This design comes from an exercise in tuning for small area, a short achievable clock period and few clock cycles per item on the open sky130 flow, not from production work.
Function was checked by simulation only, so behaviour that the tests miss may differ from the original.
No activity file was given, so power comes from the tool's default toggle rates.

Design yuv2rgb_top, start of the top module:
module yuv2rgb_top
(
	input logic CLOCK_50_I,
	input logic resetn,
	input logic in_valid,
	output logic in_ready,
	input logic [7:0] y,
	input logic [7:0] u,
	input logic [7:0] v,
	output logic out_valid,
	input logic out_ready,
	output logic [7:0] r,
	output logic [7:0] g,
	output logic [7:0] b
);
For scale: roughly 960 cells after synthesis, about 74 flip-flops, roughly 54 I/O pins.
Settings: LEC_CHECK=0, CAP_MARGIN=20, CORE_MARGIN=2, CORE_UTILIZATION=40, SETUP_SLACK_MARGIN=3.9, SLEW_MARGIN=20, SYNTH_HIERARCHICAL=1; clock period 8.0 ns.
standard.sh (not shown) runs the stock make flow with config.mk's settings and CLKGATE_MAP_FILE= SYNTH_SCRIPT=/design/flow/synth_recipe.tcl, a recipe that flattens the netlist after the stock synthesis.
==> flow/flow/run.sh <==
#!/bin/bash
# The standard layout (standard.sh: ORFS synthesis to final layout), with one
# change: the buffers that buffer_ports puts on every input and output port are
# plain sky130_fd_sc_hd__buf_1 cells instead of the default (a slow delay
# buffer).  Every port still gets its own buffer; the resizer may resize them.
set -euo pipefail
bash standard.sh "BUFFER_PORTS_ARGS=-buffer_cell sky130_fd_sc_hd__buf_1" finish > flow_standard.log 2>&1
The baseline finished with timing, DRC and antenna clean.
Testbench counts at the start, summed over its fixed seeds: cycles 32,016, pixels 32,000.
Change:
SETUP_SLACK_MARGIN = 4.1   (was 3.9)
=> Clock power climbs by 4.8%; hold slack is better by 13 ps; clock skew is about the same; critical path depth increases by 4; combinational power goes up by about 5%; maximum frequency rises by 1.8%; cell area rises by 1.4%; clock-buffer cell count stays the same; non-clock buffer count rose by 6; die area stays the same.

========
== v6 ==
yuv2rgb_top, a different RTL version from the one above (not shown whole).
Settings: LEC_CHECK=0, ABC_CLOCK_PERIOD_IN_PS=4000, CAP_MARGIN=20, CORE_MARGIN=2, CORE_UTILIZATION=40, SETUP_SLACK_MARGIN=3.5, SLEW_MARGIN=20, SYNTH_HIERARCHICAL=1; clock period 8.0 ns.
run.sh (not shown) runs the stock make flow with config.mk's settings and CLKGATE_MAP_FILE= SYNTH_SCRIPT=/design/flow/synth_recipe.tcl, a recipe that flattens the netlist after the stock synthesis.
Stock flow here: none of the scripts above is used.
Every stage of the flow completed for v6, and the final layout passed the timing, design-rule and antenna checks.
Testbench counts of v6, summed over its fixed seeds: cycles 32,016, pixels 32,000.
The following lists how v7 was set up differently from v6:
Settings: removing ABC_CLOCK_PERIOD_IN_PS (formerly 4000); changing SETUP_SLACK_MARGIN from 3.5 to 3.0.
v7: PASS, flow complete, no timing, DRC or antenna violations. From v6 to v7 the numbers moved as follows: post-CTS repair timing setup buffer count saw a decrease; sequential fraction of design power saw an increase; power density normalized to cell area saw a decrease; number of pins exceeding their max-slew limit in the final report saw little to no change; detailed-route wire length saw a decrease. v6 ended up with ya[7] as its worst setup path startpoint; v7 ended up with va[1]. In the metrics for v7 and v6, the one carrying the lower switching share of power is v6. Re power: v7 is 5.7% down on v6. Looking at worst slack at placement, v7 sits 0.10 ns lower than v6 does. Looking at v7 and v6, the die area is a wash.

========
## build 49
yuv2rgb_top, a different RTL version from the one above (not shown whole).
Size in the first run: about 71 flip-flops, roughly 9300 sq um of cells after synthesis.
export LEC_CHECK = 0
export CAP_MARGIN = 20
export CORE_MARGIN = 2
export CORE_UTILIZATION = 40
export SETUP_SLACK_MARGIN = 4.35
export SLEW_MARGIN = 20
export SYNTH_HIERARCHICAL = 1
export TNS_END_PERCENT = 5
create_clock -name core_clock -period 8.0 [get_ports {CLOCK_50_I}]
standard.sh (not shown) runs the stock make flow with config.mk's settings and CLKGATE_MAP_FILE= SYNTH_SCRIPT=/design/flow/synth_recipe.tcl, a recipe that flattens the netlist after the stock synthesis.
Scripts as last shown in full above: flow/flow/run.sh
Testbench counts of build 49, summed over its fixed seeds: cycles 32,016, pixels 32,000.
Relative to build 49, the following input files were edited for build 43:
- SETUP_SLACK_MARGIN changed from 4.35 to 4.3
- ABC_AREA newly set to 1
- TNS_END_PERCENT removed (was 5)
Findings:
Sequential fraction of design power, build 43 and build 49: lower on build 43
Build 43 vs. build 49: worst hold path stage count went up 1; final-layout non-clock buffer area share held; average vias per placed instance went down 0.27.
Relative to build 49, via count of the routed design has gone up in build 43.
Build 43 has die span in x above what build 49 had.
From build 49 to build 43 the numbers moved as follows: final area went up, final critical-path required period higher, fraction of area in multi-input gates shrank by 5.3 points, net switching power figure now smaller, met3 capacity usage during global routing decreased 0.92 points.
What build 71 does differently from build 43 at the input level:
- ABC_AREA removed (was 1)
Findings:
Build 71 went all the way through the flow, and no timing, DRC or antenna check failed.
Worst-case setup margin in the final layout was lower in the run labelled build 43.
Measured slew at the worst slew-check pin (build 71 over build 43): decrease, 11 ps
Cell count after placement went down by more than a quarter going from build 43 to build 71.
Looking at sequential power across build 43 and build 71, the one that comes out higher is build 71.
The total routed wirelength in build 43 is 1.18 times that in build 71.
The higher final instance area of build 43 and build 71 is in build 43.
Between build 43 and build 71, the fraction of power consumed by sequential logic is higher for build 71.
Re post-synthesis instance area: build 71 is 11% down on build 43.
Power density normalized to cell area up 76 nW/um^2 in build 71 wrt build 43
> inputs changed (build 71 -> build 62)
- SETUP_SLACK_MARGIN now 4.35, was 4.3
- TNS_END_PERCENT now 0, previously not set
Notes after the runs:
Comparing build 71 and build 62, filler cell count in the final layout is higher on build 71.
Global-route wire length before repair essentially unchanged between build 71 and build 62.
Relative to build 71, the total leakage power of build 62 is lower by about 0.55%.
As of build 62, routed wirelength normalized by instance count had fallen by a few percent compared to build 71.
Compared with build 71, build 62 has less setup slack.

========
== the previous run ==
RTL: one of the versions met above, not the one the previous note started from.
Size in the first run: about 74 flip-flops, ~54 I/O pins, about 9200 µm² of cells after synthesis.
==> flow/config.mk <==
export PLATFORM = sky130hd
export DESIGN_NAME = yuv2rgb_top
export DESIGN_NICKNAME = yuv2rgb_top
export VERILOG_FILES = /design/flow/design.v
export SDC_FILE = /design/flow/constraint.sdc
export NUM_CORES = 4
export LEC_CHECK = 0
export CAP_MARGIN = 20
export CORE_MARGIN = 2
export CORE_UTILIZATION = 40
export SETUP_SLACK_MARGIN = 4.5
export SLEW_MARGIN = 20
export SYNTH_HIERARCHICAL = 1
==> flow/constraint.sdc <==
create_clock -name core_clock -period 8.0 [get_ports {CLOCK_50_I}]
set_input_delay 1.6000 -clock core_clock [delete_from_list [all_inputs] [get_ports {CLOCK_50_I}]]
set_output_delay 1.6000 -clock core_clock [all_outputs]
set_load 0.01 [all_outputs]
Scripts as last shown in full above: flow/flow/run.sh
The previous run has completed all stages; timing, DRC and antenna checks passed.
Testbench counts of the previous run, summed over its fixed seeds: cycles 32,016, pixels 32,000.
Here is what was changed in the inputs of the current run compared with the previous run.
- SETUP_SLACK_MARGIN: 4.5 -> 4.3
Results
- Diff the previous run -> the current run: logic gate share of total power decreased by 1.9 points relative to the old numbers; power decreased about 6.6%.
- The previous run ended up with more cell instances than the current run did.

========
Setup of trial 23:
RTL: one of the versions met above, not the one the previous note started from.
For scale: ~56 flip-flops.
Settings: LEC_CHECK=0, ABC_CLOCK_PERIOD_IN_PS=3500, CAP_MARGIN=20, CORE_MARGIN=2, CORE_UTILIZATION=40, SETUP_SLACK_MARGIN=4.5, SLEW_MARGIN=20, SYNTH_HIERARCHICAL=1; clock period 8.0 ns.
run.sh (not shown) runs the stock make flow with config.mk's settings and CLKGATE_MAP_FILE= SYNTH_SCRIPT=/design/flow/synth_recipe.tcl, a recipe that flattens the netlist after the stock synthesis.
Stock flow here: none of the scripts above is used.
Testbench counts of trial 23, summed over its fixed seeds: cycles 32,016, pixels 32,000.
### trial 23 -> trial 73
Settings: a change of SETUP_SLACK_MARGIN from 4.5 to 4.0.
Results
- Taking trial 23 as the reference, in trial 73 share of the core filled with cells in the final layout moved up; internal power moved up; register clock-pin slew on the reported worst setup and hold paths level.
- Between trial 73 and trial 23, it is trial 73 whose total length of routed met2 wires is lower, by 1.6%.
- When trial 73 is measured against trial 23, its final standard cell area without fillers turns out about 1.4% higher.
- Trial 73 against trial 23: routing usage on met1 closely matched the old numbers, wire length of the first global-routing pass went down about 1.7%.
- On trial 73: buffers inserted during post-CTS setup optimization is 2 higher than what trial 23 gave.
- Per the final summary, trial 73 finished and its layout is clean on timing, DRC and antenna.
- When trial 73 is set beside trial 23, its shortest clock period the worst path allows after layout turns out to be 0.020 ns larger.
- Layout clock buffer count: trial 73 vs trial 23 identical

========
## raven
yuv2rgb_top, a different RTL version from the one above (not shown whole).
Size: roughly 930 cells after synthesis, ~74 flip-flops.
## yuv2rgb_top
module yuv2rgb_top
(
	input logic CLOCK_50_I,
	input logic resetn,
	input logic in_valid,
	output logic in_ready,
	input logic [7:0] y,
	input logic [7:0] u,
	input logic [7:0] v,
	output logic out_valid,
	input logic out_ready,
	output logic [7:0] r,
	output logic [7:0] g,
	output logic [7:0] b
);
clock: 8.0 ns
lec_check: 0
cap_margin: 20
core_margin: 2
core_utilization: 40
cts_buf_list: sky130_fd_sc_hd__clkbuf_4 sky130_fd_sc_hd__clkbuf_8
setup_slack_margin: 4.3
slew_margin: 20
synth_hierarchical: 1
standard.sh (not shown) runs the stock make flow with config.mk's settings and CLKGATE_MAP_FILE= SYNTH_SCRIPT=/design/flow/synth_recipe.tcl, a recipe that flattens the netlist after the stock synthesis.
Scripts as last shown in full above: flow/flow/run.sh
raven closes out successfully: all stages finished, all timing, DRC and antenna checks passed.
Testbench counts of raven, summed over its fixed seeds: cycles 32,016, pixels 32,000.
Setup changes, raven to ember
- CTS_BUF_LIST no longer set, was sky130_fd_sc_hd__clkbuf_4 sky130_fd_sc_hd__clkbuf_8
- CORE_UTILIZATION now 60, was 40
- PLACE_DENSITY now 0.75, previously not set
Results
Compared with raven, in ember instance count on the critical path shows a reduction of 1, portion of the clock cycle consumed by the worst path in the final layout shows a reduction of 0.43 points, end-of-flow core utilization shows an increase of 24 points, cell internal power dissipation shows an increase of 5.5%, via count shows an increase of about 6%. Going from raven to ember, fraction of registers with async set or reset after synthesis about even, global placement routability congestion has increased, combinational share of power went down by 2.2 points, routed wire length on met3 moved up. [ember vs raven] fmax: higher in ember.

-- afterwards: timing with drivers on the ports --
The results above use ideal ports. As a check the final layouts listed here were re-extracted and re-timed, cells and wires unchanged. Step 1 (the two cells are an assumption about what drives the block):
set clk [get_ports {CLOCK_50_I}]
set_driving_cell -lib_cell sky130_fd_sc_hd__clkbuf_16 $clk
set_driving_cell -lib_cell sky130_fd_sc_hd__buf_2 [delete_from_list [all_inputs] $clk]
Step 2, shift: input delay + t, output delay - t, t = (earliest + latest rising clock arrival at the registers) / 2. This alone moves slack from input paths to output paths. Three values: no drivers, after step 1, after step 2; two values: the first two.
run | t (ns) | setup slack, ns | worst setup path at the end | slew at the worst register clock pin (ns) | pins driven straight from the clock port
the first run of note 1 | 0.397 | 4.088 / 4.096 / 3.715 | input to register | 0.08 / 0.08 | 1
the second run of note 1 | 0.399 | 4.157 / 4.157 / 3.899 | input to register | 0.07 / 0.07 | 1
v6 | 0.361 | 3.629 / 3.605 / 3.605 | input to output | 0.09 / 0.09 | 1
v7 | 0.356 | 3.139 / 3.139 / 3.139 | register to register | 0.09 / 0.09 | 1
build 49 | 0.398 | 4.344 / 4.348 / 3.970 | input to register | 0.07 / 0.07 | 1
build 43 | 0.384 | 4.318 / 4.316 / 3.932 | input to register | 0.07 / 0.07 | 1
build 71 | 0.392 | 4.373 / 4.349 / 3.981 | input to register | 0.07 / 0.07 | 1
build 62 | 0.398 | 4.344 / 4.348 / 3.970 | input to register | 0.07 / 0.07 | 1
the previous run | 0.392 | 4.207 / 4.207 / 3.964 | input to register | 0.07 / 0.07 | 1
the current run | 0.397 | 4.197 / 4.197 / 3.986 | input to register | 0.07 / 0.07 | 1
trial 23 | 0.355 | 3.615 / 3.615 / 3.615 | register to register | 0.09 / 0.09 | 1
trial 73 | 0.357 | 3.596 / 3.596 / 3.596 | register to register | 0.09 / 0.09 | 1
raven | 0.402 | 4.323 / 4.316 / 3.914 | input to register | 0.09 / 0.09 | 1
ember | 0.392 | 4.357 / 4.353 / 3.962 | input to register | 0.07 / 0.07 | 1
After both steps setup and hold are still met in every run listed. For raven, which loses most, drivers alone change the setup slack by -0.007 ns; drivers and shift together by -0.409 ns.
